What follows belongs to an exercise in optimizing a design on an open flow for small area, a short achievable clock period and few clock cycles per item; a production flow would make more cautious choices.
RTL that was checked went through simulation tests only; none was proved equivalent to the original.
No activity file was given, so power comes from the tool's default toggle rates.

==> inputs of quartz <==
==> flow/design.v <==
package fss_pkg;
   localparam int BYTE_BITS         = 8;
   localparam int CSR_INDEX_BITS    = 3;
   localparam int CSR_DATA_BITS     = 64;
   localparam int MATCH_BITS        = 6;
   localparam int OFFSET_OUT_BITS   = 32;
   localparam int REG_PATTERN_BYTES = 31;
   localparam int PATTERN_REG_BITS  = 4 * CSR_DATA_BITS;
   localparam logic [MATCH_BITS-1:0] MIN_MATCHES_RESET = 6'd31;
   typedef enum logic [CSR_INDEX_BITS-1:0] {
      CSR_PATTERN_LO    = 3'd0,
      CSR_PATTERN_MID   = 3'd1,
      CSR_PATTERN_UPPER = 3'd2,
      CSR_PATTERN_TOP   = 3'd3,
      CSR_FINAL_BYTE    = 3'd4,
      CSR_MIN_MATCHES   = 3'd5
   } csr_index_type;
   typedef struct packed {
      logic [CSR_DATA_BITS-1:0] pattern_top;
      logic [CSR_DATA_BITS-1:0] pattern_upper;
      logic [CSR_DATA_BITS-1:0] pattern_mid;
      logic [CSR_DATA_BITS-1:0] pattern_lo;
      logic [BYTE_BITS-1:0]     final_byte;
      logic [MATCH_BITS-1:0]    min_matches;
   } cfg_type;
endpackage
import fss_pkg::*;
module fss_match #(
   parameter int PATTERN_LEN = 32
) (
   input  logic [BYTE_BITS-1:0]                           data_byte,
   input  logic [PATTERN_LEN-1:0][BYTE_BITS-1:0]          pattern,
   output logic [PATTERN_LEN-1:0]                         equal
);
   for (genvar j = 0; j < PATTERN_LEN; j++) begin : g_pos
      assign equal[j] = (data_byte == pattern[j]);
   end
endmodule
import fss_pkg::*;
module fuzzy_signature_scanner #(
   parameter int PATTERN_LEN = 32,
   parameter int OFFSET_BITS = 32
) (
   input  logic                      clock,
   input  logic                      reset,
   input  logic                      req_valid,
   output logic                      req_ready,
   input  logic [7:0]                req_data_byte,
   input  logic                      req_end_of_region,
   output logic                      rsp_valid,
   input  logic                      rsp_ready,
   output logic                      rsp_found,
   output logic [31:0]               rsp_hit_offset,
   input  logic                      csr_wr_en,
   input  logic [2:0]                csr_index,
   input  logic [63:0]               csr_wdata
);
   localparam int N = PATTERN_LEN;
   logic [REG_PATTERN_BYTES-1:0][BYTE_BITS-1:0] pat_ff;    
   logic [BYTE_BITS-1:0]                        final_ff;  
   logic [MATCH_BITS-1:0]                       min_ff;
   logic [CSR_DATA_BITS-1:0] wdata;
   logic [5:0]               wr;
   assign wdata = reset ? {{(CSR_DATA_BITS-MATCH_BITS){1'b0}}, MIN_MATCHES_RESET} : csr_wdata;
   for (genvar r = 0; r < 6; r++) begin : g_wr
      assign wr[r] = reset || (csr_wr_en && csr_index == 3'(r));
   end
   always_ff @(posedge clock) begin
      if (wr[CSR_PATTERN_LO])    pat_ff[7:0]   <= reset ? '0 : wdata;
      if (wr[CSR_PATTERN_MID])   pat_ff[15:8]  <= reset ? '0 : wdata;
      if (wr[CSR_PATTERN_UPPER]) pat_ff[23:16] <= reset ? '0 : wdata;
      if (wr[CSR_PATTERN_TOP])   pat_ff[30:24] <= reset ? '0 : wdata[55:0];
      if (wr[CSR_FINAL_BYTE])    final_ff      <= reset ? '0 : wdata[BYTE_BITS-1:0];
      if (wr[CSR_MIN_MATCHES])   min_ff        <= wdata[MATCH_BITS-1:0];
   end
   logic                   ready_ff;
   logic                   first_ff;      
   logic [4:0]             seen_ff;       
   logic                   past_ff;       
   logic                   hit_done_ff;   
   logic [OFFSET_BITS-1:0] off_ff;        
   logic                   rsp_valid_ff, rsp_found_ff;
   logic                   pend_ff;       
   logic [N-1:1][5:0] part;
   logic [N-1:0][BYTE_BITS-1:0] pattern;
   logic [N-1:0]                equal;
   assign pattern = {final_ff, pat_ff};
   fss_match #(
      .PATTERN_LEN(N)
   ) u_match (
      .data_byte(req_data_byte),
      .pattern  (pattern),
      .equal    (equal)
   );
   logic hd, live, go;
   logic hit_if_eq, hit_if_ne, hit_now, hit_rep, miss_rep, move;
   assign hd   = hit_done_ff && !first_ff;
   assign live = !first_ff && (&seen_ff) && !hd;    
   assign go   = req_valid && ready_ff;
   logic hit_if_eq_ff, hit_if_ne_ff;
   logic ge0, ge1, ge2;
   assign ge0 = {1'b0, part[2]} >= {1'b0, min_ff};
   assign ge1 = {1'b0, part[2]} + 7'd1 >= {1'b0, min_ff};
   assign ge2 = {1'b0, part[2]} + 7'd2 >= {1'b0, min_ff};
   assign hit_if_eq = equal[N-2] ? ge2 : ge1;
   assign hit_if_ne = equal[N-2] ? ge1 : ge0;
   assign hit_now   = live && (equal[N-1] ? hit_if_eq_ff : hit_if_ne_ff);
   assign hit_rep  = go && hit_now;
   assign miss_rep = go && req_end_of_region && !hd && !hit_now;
   assign move     = pend_ff && (!rsp_valid_ff || rsp_ready);
   logic                   first_d, hit_done_d, rsp_valid_d, pend_d;
   logic [4:0]             seen_d;
   logic                   hd_d, live_d;
   logic [OFFSET_BITS-1:0] off_inc, off_d;
   logic                   off_chk, off_clr;
   always_comb begin
      first_d     = go ? req_end_of_region : first_ff;
      seen_d      = go ? (first_ff ? 5'd1 : ((&seen_ff) ? seen_ff : seen_ff + 5'd1)) : seen_ff;
      hit_done_d  = go ? (hd || hit_now) : hit_done_ff;
      rsp_valid_d = hit_rep || move || (rsp_valid_ff && !rsp_ready);
      pend_d      = miss_rep || (pend_ff && !move);
      hd_d   = hit_done_d && !first_d;
      live_d = !first_d && (&seen_d) && !hd_d;
      off_inc = (off_ff == {{(OFFSET_BITS-6){1'b1}}, 6'b011111}) ? off_ff : off_ff + 1'b1;
      off_chk = go && live;
      off_clr = move || (off_chk && !past_ff);
      off_d   = ({OFFSET_BITS{!off_chk && !off_clr}} & off_ff)
              | ({OFFSET_BITS{off_chk && past_ff}} & off_inc);
   end
   always_ff @(posedge clock) begin
      if (reset) begin
         ready_ff     <= 1'b1;
         first_ff     <= 1'b1;
         rsp_valid_ff <= 1'b0;
         pend_ff      <= 1'b0;
      end else begin
         ready_ff     <= !((live_d && (rsp_valid_d || pend_d)) || (!hd_d && rsp_valid_d && pend_d));
         first_ff     <= first_d;
         rsp_valid_ff <= rsp_valid_d;
         pend_ff      <= pend_d;
      end
   end
   always_ff @(posedge clock) begin
      seen_ff     <= seen_d;
      hit_done_ff <= hit_done_d;
      if (go) begin
         past_ff <= !first_ff && (&seen_ff);
         hit_if_eq_ff <= hit_if_eq;
         hit_if_ne_ff <= hit_if_ne;
      end
      off_ff       <= off_d;
      rsp_found_ff <= hit_rep || (!move && rsp_found_ff);
   end
   for (genvar k = 1; k < N; k++) begin : g_part
      localparam int W = $clog2(N - k + 1);
      logic [W-1:0] part_ff;
      if (k == N - 1) begin : g_last
         always_ff @(posedge clock)
            if (go) part_ff <= equal[0];
      end else begin : g_mid
         logic [W-1:0] part_src, part_inc, part_ones;
         assign part_src = W'(part[k+1]);
         always_comb begin
            part_ones[0] = 1'b1;
            for (int i = 1; i < W; i++)
               part_ones[i] = part_ones[i-1] && part_src[i-1];
            part_inc = part_src ^ (part_ones & {W{equal[N-1-k]}});
         end
         always_ff @(posedge clock)
            if (go) part_ff <= part_inc;
      end
      assign part[k] = 6'(part_ff);
   end
   assign req_ready      = ready_ff;
   assign rsp_valid      = rsp_valid_ff;
   assign rsp_found      = rsp_found_ff;
   assign rsp_hit_offset = off_ff;
endmodule
==> flow/flow/run.sh <==
#!/bin/bash
set -euo pipefail
bash standard.sh \
  "BUFFER_PORTS_ARGS=-buffer_cell sky130_fd_sc_hd__buf_1" \
  "PRE_RESIZE_TCL=$PWD/flow/ports.tcl" \
  "CTS_ARGS=-sink_clustering_enable -repair_clock_nets -sink_clustering_size 30 -sink_clustering_max_diameter 80 -dont_use_dummy_load" \
  finish > flow.log 2>&1
==> flow/flow/ports.tcl <==
# PRE_RESIZE hook: the port buffers start as buf_1; the inputs that fan out to many
# enables or feed long control paths get a stronger buffer.
foreach port {csr_wr_en csr_index[0] csr_index[1] csr_index[2] reset req_valid rsp_ready req_end_of_region} {
  foreach pin [get_pins -of_objects [get_nets $port]] {
    set inst [get_cells -of_objects $pin]
    set master [get_property [get_lib_cells -of_objects $inst] name]
    if {[string match "sky130_fd_sc_hd__buf_*" $master]} {
      puts "ports.tcl: [get_full_name $inst] ($master) -> sky130_fd_sc_hd__buf_4 for $port"
      replace_cell $inst sky130_fd_sc_hd__buf_4
    }
  }
}
==> flow/standard.sh <==
#!/bin/bash
# synth_recipe.tcl (not shown) runs the flow's synth.tcl, then flattens the netlist and writes it again
# the make line also repeats each setting of config.mk as NAME=value (left out here)
make -C /OpenROAD-flow-scripts/flow DESIGN_CONFIG=/design/flow/config.mk WORK_HOME=/design/flow/orfs CLKGATE_MAP_FILE= SYNTH_SCRIPT=/design/flow/synth_recipe.tcl "${@:-finish}"
==> flow/config.mk <==
export PLATFORM = sky130hd
export DESIGN_NAME = fuzzy_signature_scanner
export DESIGN_NICKNAME = fuzzy_signature_scanner
export VERILOG_FILES = /design/flow/design.v
export SDC_FILE = /design/flow/constraint.sdc
export NUM_CORES = 4
export LEC_CHECK = 0
export ABC_CLOCK_PERIOD_IN_PS = 2500
export CAP_MARGIN = 20
export CORE_MARGIN = 2
export CORE_UTILIZATION = 60
export CTS_CLUSTER_DIAMETER = 80
export CTS_CLUSTER_SIZE = 30
export SETUP_SLACK_MARGIN = 4.85
export SLEW_MARGIN = 20
==> flow/constraint.sdc <==
create_clock -name core_clock -period 7.5 [get_ports {clock}]
set_input_delay 1.5000 -clock core_clock [delete_from_list [all_inputs] [get_ports {clock}]]
set_output_delay 1.5000 -clock core_clock [all_outputs]
set_load 0.01 [all_outputs]
==> ember (differences from quartz) <==
==> flow/design.v, changed modules only <==
module fuzzy_signature_scanner #(
   parameter int PATTERN_LEN = 32,
   parameter int OFFSET_BITS = 32
) (
   input  logic                      clock,
   input  logic                      reset,
   input  logic                      req_valid,
   output logic                      req_ready,
   input  logic [7:0]                req_data_byte,
   input  logic                      req_end_of_region,
   output logic                      rsp_valid,
   input  logic                      rsp_ready,
   output logic                      rsp_found,
   output logic [31:0]               rsp_hit_offset,
   input  logic                      csr_wr_en,
   input  logic [2:0]                csr_index,
   input  logic [63:0]               csr_wdata
);
   localparam int N = PATTERN_LEN;
   logic [REG_PATTERN_BYTES-1:0][BYTE_BITS-1:0] pat_ff;    
   logic [BYTE_BITS-1:0]                        final_ff;  
   logic [MATCH_BITS-1:0]                       min_ff;
   logic [CSR_DATA_BITS-1:0] wdata;
   logic [5:0]               wr;
   assign wdata = reset ? {{(CSR_DATA_BITS-MATCH_BITS){1'b0}}, MIN_MATCHES_RESET} : csr_wdata;
   for (genvar r = 0; r < 6; r++) begin : g_wr
      assign wr[r] = reset || (csr_wr_en && csr_index == 3'(r));
   end
   always_ff @(posedge clock) begin
      if (wr[CSR_PATTERN_LO])    pat_ff[7:0]   <= reset ? '0 : wdata;
      if (wr[CSR_PATTERN_MID])   pat_ff[15:8]  <= reset ? '0 : wdata;
      if (wr[CSR_PATTERN_UPPER]) pat_ff[23:16] <= reset ? '0 : wdata;
      if (wr[CSR_PATTERN_TOP])   pat_ff[30:24] <= reset ? '0 : wdata[55:0];
      if (wr[CSR_FINAL_BYTE])    final_ff      <= reset ? '0 : wdata[BYTE_BITS-1:0];
      if (wr[CSR_MIN_MATCHES])   min_ff        <= wdata[MATCH_BITS-1:0];
   end
   logic                 in_valid_ff;
   logic [BYTE_BITS-1:0] in_byte_ff;
   logic                 in_eor_ff;
   logic                 ready_ff;
   logic                   first_ff;      
   logic [4:0]             seen_ff;       
   logic                   past_ff;       
   logic                   hit_done_ff;   
   logic [OFFSET_BITS-1:0] off_ff;        
   logic                   rsp_valid_ff, rsp_found_ff;
   logic [N-1:1][5:0] part;
   logic [N-1:0][BYTE_BITS-1:0] pattern;
   logic [N-1:0]                equal;
   assign pattern = {final_ff, pat_ff};
   fss_match #(
      .PATTERN_LEN(N)
   ) u_match (
      .data_byte(in_byte_ff),
      .pattern  (pattern),
      .equal    (equal)
   );
   logic hd, live, risky, stall, go;
   logic hit_if_eq, hit_if_ne, hit_now, miss_now, report;
   assign hd    = hit_done_ff && !first_ff;
   assign live  = !first_ff && (&seen_ff) && !hd;
   assign risky = live || (in_eor_ff && !hd);
   assign stall = rsp_valid_ff && risky;
   assign go    = in_valid_ff && !stall;
   logic hit_if_eq_ff, hit_if_ne_ff;
   logic ge0, ge1, ge2;
   assign ge0 = {1'b0, part[2]} >= {1'b0, min_ff};
   assign ge1 = {1'b0, part[2]} + 7'd1 >= {1'b0, min_ff};
   assign ge2 = {1'b0, part[2]} + 7'd2 >= {1'b0, min_ff};
   assign hit_if_eq = equal[N-2] ? ge2 : ge1;
   assign hit_if_ne = equal[N-2] ? ge1 : ge0;
   assign hit_now   = live && (equal[N-1] ? hit_if_eq_ff : hit_if_ne_ff);
   assign miss_now  = in_eor_ff && !hd && !hit_now;
   assign report    = go && (hit_now || miss_now);
   logic                   in_valid_d, in_eor_d, first_d, hit_done_d, rsp_valid_d;
   logic [4:0]             seen_d;
   logic                   hd_d, live_d, risky_d, stall_d;
   logic [OFFSET_BITS-1:0] off_inc, off_d;
   logic                   off_upd, off_sel;
   always_comb begin
      in_valid_d  = (req_valid && ready_ff) || (in_valid_ff && !go);
      in_eor_d    = ready_ff ? req_end_of_region : in_eor_ff;
      first_d     = go ? in_eor_ff : first_ff;
      seen_d      = go ? (first_ff ? 5'd1 : ((&seen_ff) ? seen_ff : seen_ff + 5'd1)) : seen_ff;
      hit_done_d  = go ? (hd || hit_now) : hit_done_ff;
      rsp_valid_d = report || (rsp_valid_ff && !rsp_ready);
      hd_d    = hit_done_d && !first_d;
      live_d  = !first_d && (&seen_d) && !hd_d;
      risky_d = live_d || (in_eor_d && !hd_d);
      stall_d = rsp_valid_d && risky_d;
      off_inc = (off_ff == {{(OFFSET_BITS-6){1'b1}}, 6'b011111}) ? off_ff : off_ff + 1'b1;
      off_upd = go && (live || (in_eor_ff && !hd));
      off_sel = off_upd && past_ff && live && !miss_now;
      off_d   = ({OFFSET_BITS{!off_upd}} & off_ff) | ({OFFSET_BITS{off_sel}} & off_inc);
   end
   always_ff @(posedge clock) begin
      if (reset) begin
         in_valid_ff  <= 1'b0;
         ready_ff     <= 1'b1;
         first_ff     <= 1'b1;
         rsp_valid_ff <= 1'b0;
      end else begin
         in_valid_ff  <= in_valid_d;
         ready_ff     <= !(in_valid_d && stall_d);
         first_ff     <= first_d;
         rsp_valid_ff <= rsp_valid_d;
      end
   end
   always_ff @(posedge clock) begin
      if (ready_ff) begin
         in_byte_ff <= req_data_byte;
         in_eor_ff  <= req_end_of_region;
      end
      seen_ff     <= seen_d;
      hit_done_ff <= hit_done_d;
      if (go) begin
         past_ff <= !first_ff && (&seen_ff);
         hit_if_eq_ff <= hit_if_eq;
         hit_if_ne_ff <= hit_if_ne;
      end
      off_ff       <= off_d;
      rsp_found_ff <= (report && hit_now) || (!report && rsp_found_ff);
   end
   for (genvar k = 1; k < N; k++) begin : g_part
      localparam int W = $clog2(N - k + 1);
      logic [W-1:0] part_ff;
      if (k == N - 1) begin : g_last
         always_ff @(posedge clock)
            if (go) part_ff <= equal[0];
      end else begin : g_mid
         always_ff @(posedge clock)
            if (go) part_ff <= W'(part[k+1]) + W'(equal[N-1-k]);
      end
      assign part[k] = 6'(part_ff);
   end
   assign req_ready      = ready_ff;
   assign rsp_valid      = rsp_valid_ff;
   assign rsp_found      = rsp_found_ff;
   assign rsp_hit_offset = off_ff;
endmodule
==> flow/flow/run.sh (replaced) <==
#!/bin/bash
set -euo pipefail
bash standard.sh \
  "CTS_ARGS=-sink_clustering_enable -repair_clock_nets -sink_clustering_size 30 -sink_clustering_max_diameter 80 -dont_use_dummy_load" \
  SETUP_SLACK_MARGIN=5.2 \
  finish > flow.log 2>&1
- SETUP_SLACK_MARGIN: 4.85 -> default
removed: flow/flow/ports.tcl
==> yarrow (differences from quartz) <==
==> flow/design.v, changed modules only <==
module fuzzy_signature_scanner #(
   parameter int PATTERN_LEN = 32,
   parameter int OFFSET_BITS = 32
) (
   input  logic                      clock,
   input  logic                      reset,
   input  logic                      req_valid,
   output logic                      req_ready,
   input  logic [7:0]                req_data_byte,
   input  logic                      req_end_of_region,
   output logic                      rsp_valid,
   input  logic                      rsp_ready,
   output logic                      rsp_found,
   output logic [31:0]               rsp_hit_offset,
   input  logic                      csr_wr_en,
   input  logic [2:0]                csr_index,
   input  logic [63:0]               csr_wdata
);
   localparam int N = PATTERN_LEN;
   logic [REG_PATTERN_BYTES-1:0][BYTE_BITS-1:0] pat_ff;    
   logic [BYTE_BITS-1:0]                        final_ff;  
   logic [MATCH_BITS-1:0]                       min_ff;
   logic [CSR_DATA_BITS-1:0] wdata;
   logic [5:0]               wr;
   assign wdata = reset ? {{(CSR_DATA_BITS-MATCH_BITS){1'b0}}, MIN_MATCHES_RESET} : csr_wdata;
   for (genvar r = 0; r < 6; r++) begin : g_wr
      assign wr[r] = reset || (csr_wr_en && csr_index == 3'(r));
   end
   always_ff @(posedge clock) begin
      if (wr[CSR_PATTERN_LO])    pat_ff[7:0]   <= reset ? '0 : wdata;
      if (wr[CSR_PATTERN_MID])   pat_ff[15:8]  <= reset ? '0 : wdata;
      if (wr[CSR_PATTERN_UPPER]) pat_ff[23:16] <= reset ? '0 : wdata;
      if (wr[CSR_PATTERN_TOP])   pat_ff[30:24] <= reset ? '0 : wdata[55:0];
      if (wr[CSR_FINAL_BYTE])    final_ff      <= reset ? '0 : wdata[BYTE_BITS-1:0];
      if (wr[CSR_MIN_MATCHES])   min_ff        <= wdata[MATCH_BITS-1:0];
   end
   logic                 in_valid_ff;
   logic [BYTE_BITS-1:0] in_byte_ff;
   logic                 in_eor_ff;
   logic                 ready_ff;
   logic                   first_ff;      
   logic [4:0]             seen_ff;       
   logic                   past_ff;       
   logic                   hit_done_ff;   
   logic [OFFSET_BITS-1:0] off_ff;        
   logic                   rsp_valid_ff, rsp_found_ff;
   logic [N-1:1][5:0] part;
   logic [N-1:0][BYTE_BITS-1:0] pattern;
   logic [N-1:0]                equal;
   assign pattern = {final_ff, pat_ff};
   fss_match #(
      .PATTERN_LEN(N)
   ) u_match (
      .data_byte(in_byte_ff),
      .pattern  (pattern),
      .equal    (equal)
   );
   logic hd, live, risky, stall, go;
   logic hit_if_eq, hit_if_ne, hit_now, miss_now, report;
   assign hd    = hit_done_ff && !first_ff;
   assign live  = !first_ff && (&seen_ff) && !hd;
   assign risky = live || (in_eor_ff && !hd);
   assign stall = rsp_valid_ff && risky;
   assign go    = in_valid_ff && !stall;
   logic hit_if_eq_ff, hit_if_ne_ff;
   logic ge0, ge1, ge2;
   assign ge0 = {1'b0, part[2]} >= {1'b0, min_ff};
   assign ge1 = {1'b0, part[2]} + 7'd1 >= {1'b0, min_ff};
   assign ge2 = {1'b0, part[2]} + 7'd2 >= {1'b0, min_ff};
   assign hit_if_eq = equal[N-2] ? ge2 : ge1;
   assign hit_if_ne = equal[N-2] ? ge1 : ge0;
   assign hit_now   = live && (equal[N-1] ? hit_if_eq_ff : hit_if_ne_ff);
   assign miss_now  = in_eor_ff && !hd && !hit_now;
   assign report    = go && (hit_now || miss_now);
   logic                   in_valid_d, in_eor_d, first_d, hit_done_d, rsp_valid_d;
   logic [4:0]             seen_d;
   logic                   hd_d, live_d, risky_d, stall_d;
   logic [OFFSET_BITS-1:0] off_inc, off_d;
   logic                   off_upd, off_sel;
   always_comb begin
      in_valid_d  = (req_valid && ready_ff) || (in_valid_ff && !go);
      in_eor_d    = ready_ff ? req_end_of_region : in_eor_ff;
      first_d     = go ? in_eor_ff : first_ff;
      seen_d      = go ? (first_ff ? 5'd1 : ((&seen_ff) ? seen_ff : seen_ff + 5'd1)) : seen_ff;
      hit_done_d  = go ? (hd || hit_now) : hit_done_ff;
      rsp_valid_d = report || (rsp_valid_ff && !rsp_ready);
      hd_d    = hit_done_d && !first_d;
      live_d  = !first_d && (&seen_d) && !hd_d;
      risky_d = live_d || (in_eor_d && !hd_d);
      stall_d = rsp_valid_d && risky_d;
      off_inc = (off_ff == {{(OFFSET_BITS-6){1'b1}}, 6'b011111}) ? off_ff : off_ff + 1'b1;
      off_upd = go && (live || (in_eor_ff && !hd));
      off_sel = off_upd && past_ff && live && !miss_now;
      off_d   = ({OFFSET_BITS{!off_upd}} & off_ff) | ({OFFSET_BITS{off_sel}} & off_inc);
   end
   always_ff @(posedge clock) begin
      if (reset) begin
         in_valid_ff  <= 1'b0;
         ready_ff     <= 1'b1;
         first_ff     <= 1'b1;
         rsp_valid_ff <= 1'b0;
      end else begin
         in_valid_ff  <= in_valid_d;
         ready_ff     <= !(in_valid_d && stall_d);
         first_ff     <= first_d;
         rsp_valid_ff <= rsp_valid_d;
      end
   end
   always_ff @(posedge clock) begin
      if (ready_ff) begin
         in_byte_ff <= req_data_byte;
         in_eor_ff  <= req_end_of_region;
      end
      seen_ff     <= seen_d;
      hit_done_ff <= hit_done_d;
      if (go) begin
         past_ff <= !first_ff && (&seen_ff);
         hit_if_eq_ff <= hit_if_eq;
         hit_if_ne_ff <= hit_if_ne;
      end
      off_ff       <= off_d;
      rsp_found_ff <= (report && hit_now) || (!report && rsp_found_ff);
   end
   for (genvar k = 1; k < N; k++) begin : g_part
      localparam int W = $clog2(N - k + 1);
      logic [W-1:0] part_ff;
      if (k == N - 1) begin : g_last
         always_ff @(posedge clock)
            if (go) part_ff <= equal[0];
      end else begin : g_mid
         logic [W-1:0] part_src, part_inc, part_ones;
         assign part_src = W'(part[k+1]);
         always_comb begin
            part_ones[0] = 1'b1;
            for (int i = 1; i < W; i++)
               part_ones[i] = part_ones[i-1] && part_src[i-1];
            part_inc = part_src ^ (part_ones & {W{equal[N-1-k]}});
         end
         always_ff @(posedge clock)
            if (go) part_ff <= part_inc;
      end
      assign part[k] = 6'(part_ff);
   end
   assign req_ready      = ready_ff;
   assign rsp_valid      = rsp_valid_ff;
   assign rsp_found      = rsp_found_ff;
   assign rsp_hit_offset = off_ff;
endmodule
- SETUP_SLACK_MARGIN: 4.85 -> 4.9
==> results.txt <==
yarrow completed without violations. ember finished clean. quartz passed the timing, design-rule and antenna checks.
Setup slack: ember > yarrow > quartz.
The lowest first-iteration DRC count belongs to yarrow, the highest to ember.
Between yarrow and ember, the lower combinational power is in yarrow (gap 25%, measured against ember).
In yarrow the synthesized cell count is larger than in ember, by 1.0%.
In sequential power, quartz and ember hardly differ.
The highest worst hold slack belongs to ember, the lowest to yarrow.
Against quartz, the clock power of ember is smaller by about 4%.
Testbench counts of ember, summed over its fixed seeds: cycles 35,186, bytes 35,180.
Testbench counts of yarrow, summed over its fixed seeds: cycles 35,186, bytes 35,180.
Function not checked in quartz: the RTL went through the layout flow alone.

[port drivers added, routing unchanged]
The flow's constraints put no driver on any port. The routed layouts listed below were extracted and timed again, unchanged, in two steps. Step 1 sets driving cells, clkbuf_16 on the clock port and buf_2 on the other inputs (assumed; they add their load-dependent delay and slew). Step 2, shift: input delay + t, output delay - t, t = (earliest + latest rising clock arrival at the registers) / 2. This alone moves slack from input paths to output paths. Slacks: ideal ports / drivers / drivers and shift; pairs: ideal ports / drivers.
| run | t, ns | setup slack, ns | worst data-port slew with drivers (ns) |
|---|---|---|---|
| quartz | 0.585 | 4.853 / 4.850 / 4.267 | 0.09 |
| ember | 0.587 | 4.922 / 4.868 / 4.598 | 0.06 |
| yarrow | 0.594 | 4.888 / 4.852 / 4.315 | 0.09 |
After both steps setup and hold are still met in every run listed. For quartz, which loses most, drivers alone change the setup slack by -0.003 ns; drivers and shift together by -0.586 ns.
